What follows belongs to an exercise in optimizing a design on an open flow for small area, a short achievable clock period and few clock cycles per item; a production flow would make more cautious choices. The RTL was checked by simulation tests, not by an equivalence proof against the original design.

Setup of run 1:
## sparse_matrix_mult
module sparse_matrix_mult
(
  input  logic             clk,
  input  logic             rst_n,
  input  logic             in_valid_size,
  input  logic             in_size,
  input  logic             in_valid_a,
  input  logic [IDX_W-1:0] in_row_a,
  input  logic [IDX_W-1:0] in_col_a,
  input  logic [VAL_W-1:0] in_val_a,
  input  logic             in_valid_b,
  input  logic [IDX_W-1:0] in_row_b,
  input  logic [IDX_W-1:0] in_col_b,
  input  logic [VAL_W-1:0] in_val_b,
  output logic             out_valid,
  output logic [IDX_W-1:0] out_row,
  output logic [IDX_W-1:0] out_col,
  output logic [OUT_W-1:0] out_val
);
For scale: ~54 I/O pins, ~26000 µm² of cells after synthesis.
==> flow/config.mk <==
export PLATFORM = sky130hd
export DESIGN_NAME = sparse_matrix_mult
export DESIGN_NICKNAME = sparse_matrix_mult
export VERILOG_FILES = /design/flow/design.v
export SDC_FILE = /design/flow/constraint.sdc
export NUM_CORES = 4
export LEC_CHECK = 0
export ABC_AREA = 1
export CAP_MARGIN = 20
export CORE_MARGIN = 2
export CORE_UTILIZATION = 45
export CTS_CLUSTER_DIAMETER = 100
export CTS_CLUSTER_SIZE = 20
export PLACE_DENSITY = 0.6
export SLEW_MARGIN = 20
==> flow/constraint.sdc <==
create_clock -name core_clock -period 60.0 [get_ports {clk}]
set_input_delay 12.0000 -clock core_clock [delete_from_list [all_inputs] [get_ports {clk}]]
set_output_delay 12.0000 -clock core_clock [all_outputs]
set_load 0.01 [all_outputs]
standard.sh (not shown) runs the stock make flow with config.mk's settings and CLKGATE_MAP_FILE= SYNTH_SCRIPT=/design/flow/synth_recipe.tcl, a recipe that flattens the netlist after the stock synthesis.
==> flow/flow/run.sh <==
#!/bin/bash
# The standard layout (standard.sh: the standard flow's synthesis and ORFS flow, unchanged
# scripts), with two optimisation knobs passed to ORFS's make:
#  - port buffers use buf_2 instead of the resizer's default pick (a slow
#    delay buffer), so input and output paths are not held back by them;
#  - repair_timing aims for 46.9 ns of setup slack on the 60 ns clock, so it
#    upsizes/buffers the few paths that are slower than the I/O paths anyway.
# The clock period and the SDC are the design's; nothing else changes.
set -euo pipefail
bash standard.sh SETUP_SLACK_MARGIN=46.9 'BUFFER_PORTS_ARGS=-buffer_cell sky130_fd_sc_hd__buf_2' finish > layout.log 2>&1
Run 1 finished end to end and its layout was clean on timing, DRC and antenna.
Testbench counts of run 1, summed over its fixed seeds: cycles 14,413, jobs 800.
Here is what was changed in the inputs of run 2 compared with run 1.
# run 1
export LEC_CHECK = 0
export ABC_AREA = 1
export CAP_MARGIN = 20
export CORE_MARGIN = 2
export CORE_UTILIZATION = 45
export CTS_CLUSTER_DIAMETER = 100
export CTS_CLUSTER_SIZE = 20
export PLACE_DENSITY = 0.6
export SLEW_MARGIN = 20
create_clock -name core_clock -period 60.0 [get_ports {clk}]
# run 2
export LEC_CHECK = 0
export ABC_AREA = 1
export CAP_MARGIN = 20
export CORE_MARGIN = 2
export CORE_UTILIZATION = 60
export CTS_CLUSTER_DIAMETER = 100
export CTS_CLUSTER_SIZE = 20
export PLACE_DENSITY = 0.75
export SLEW_MARGIN = 20
create_clock -name core_clock -period 60.0 [get_ports {clk}]
Results
Row routability-driven placement congestion ratio: run 2 higher / run 1 lower
Non-clock buffer count for run 2: 1 up relative to run 1
Relative to run 1, count of clock-buffer cells in the layout has increased by 1 in run 2.
Input-level comparison between run 3 and run 2:
# run 2
export LEC_CHECK = 0
export ABC_AREA = 1
export CAP_MARGIN = 20
export CORE_MARGIN = 2
export CORE_UTILIZATION = 60
export CTS_CLUSTER_DIAMETER = 100
export CTS_CLUSTER_SIZE = 20
export PLACE_DENSITY = 0.75
export SLEW_MARGIN = 20
create_clock -name core_clock -period 60.0 [get_ports {clk}]
# run 3
export LEC_CHECK = 0
export ABC_AREA = 1
export CAP_MARGIN = 0
export CORE_MARGIN = 2
export CORE_UTILIZATION = 45
export CTS_CLUSTER_DIAMETER = 100
export CTS_CLUSTER_SIZE = 20
export PLACE_DENSITY = 0.6
export SLEW_MARGIN = 0
create_clock -name core_clock -period 60.0 [get_ports {clk}]
Notes after the runs:
- Route | run 3 vs run 2 | wire longer in run 3
- Measured against each other, run 3 and run 2 differ in site row count, the lower figure coming from run 2.
- Across both runs, first-pass GRT wire length was higher for run 3 than for run 2.
- For the via count normalized by instance count, run 3 came in 9.2% lower than run 2 did.
- Run 2 has lower pin count of the biggest net entering global routing than run 3.
Input-level comparison between run 4 and run 3:
# run 3
export LEC_CHECK = 0
export ABC_AREA = 1
export CAP_MARGIN = 0
export CORE_MARGIN = 2
export CORE_UTILIZATION = 45
export CTS_CLUSTER_DIAMETER = 100
export CTS_CLUSTER_SIZE = 20
export PLACE_DENSITY = 0.6
export SLEW_MARGIN = 0
create_clock -name core_clock -period 60.0 [get_ports {clk}]
# run 4
export LEC_CHECK = 0
export ABC_AREA = 1
export CAP_MARGIN = 20
export CORE_MARGIN = 2
export CORE_UTILIZATION = 45
export CTS_CLUSTER_DIAMETER = 100
export CTS_CLUSTER_SIZE = 20
export PLACE_DENSITY = 0.6
export SLEW_MARGIN = 20
create_clock -name core_clock -period 60.0 [get_ports {clk}]
==> flow/flow/run.sh <==
#!/bin/bash
# The standard layout (standard.sh: the standard flow's synthesis and ORFS flow, unchanged
# scripts), with two optimisation knobs passed to ORFS's make:
#  - port buffers use buf_2 instead of the resizer's default pick (a slow
#    delay buffer), so input and output paths are not held back by them;
#  - repair_timing aims for 47.3 ns of setup slack on the 60 ns clock, so it
#    upsizes/buffers the few paths that are slower than the I/O paths anyway.
# The clock period and the SDC are the design's; nothing else changes.
set -euo pipefail
bash standard.sh SETUP_SLACK_MARGIN=47.3 'BUFFER_PORTS_ARGS=-buffer_cell sky130_fd_sc_hd__buf_2' finish > layout.log 2>&1
==> comparison <==
- Run 4 reached the end of the flow, and the finished layout is clean on the timing, DRC and antenna checks.
- Changes observed in run 4 relative to run 3: non-clock buffer count went up by 37, sequential fraction of the synthesis area roughly the same, synthesized area per cell comparable.
- For die area, run 4 and run 3 come out practically identical.
- On run 4: number of clock-tree buffers in the layout is 1 lower than what run 3 gave.
- In run 4, the total routing usage reported by global routing came out 0.82 points below the value in run 3.
- Design area was higher in run 4 than in run 3.
- Taking run 3 as the reference, in run 4 utilization rose by 1.1 points; first-pass GRT wire length fell by about 1.2%; worst setup slack fell by 0.015 ns.

## re-timing with driven ports
How much do the figures lean on ideal ports? The routed layouts below were timed once more, with nothing changed but the port constraints.
Step 1, drivers: a clkbuf_16 drives clk and a buf_2 each remaining input, both assumed.
Step 2 moves the port delays by t, midway between the first and last clock arrival at a register: inputs arrive t later, outputs are due t later. That takes back most of the time a late clock gives input paths.
Slacks: no drivers / after step 1 / after step 2; pairs: no drivers / after step 1.
| run | t (ns) | setup WS [ns] | clock arrival spread, ns | slew at the worst register clock pin (ns) |
|---|---|---|---|---|
| run 1 | 0.644 | 46.907 / 46.844 / 46.388 | 0.033 / 0.034 | 0.09 / 0.09 |
| run 2 | 0.644 | 46.917 / 46.858 / 46.362 | 0.034 / 0.034 | 0.09 / 0.09 |
| run 3 | 0.635 | 46.923 / 46.860 / 46.366 | 0.025 / 0.025 | 0.09 / 0.09 |
| run 4 | 0.644 | 46.908 / 46.847 / 46.553 | 0.045 / 0.046 | 0.09 / 0.09 |
After both steps setup and hold are still met in every run listed. For run 3, which loses most, drivers alone change the setup slack by -0.063 ns; drivers and shift together by -0.557 ns.
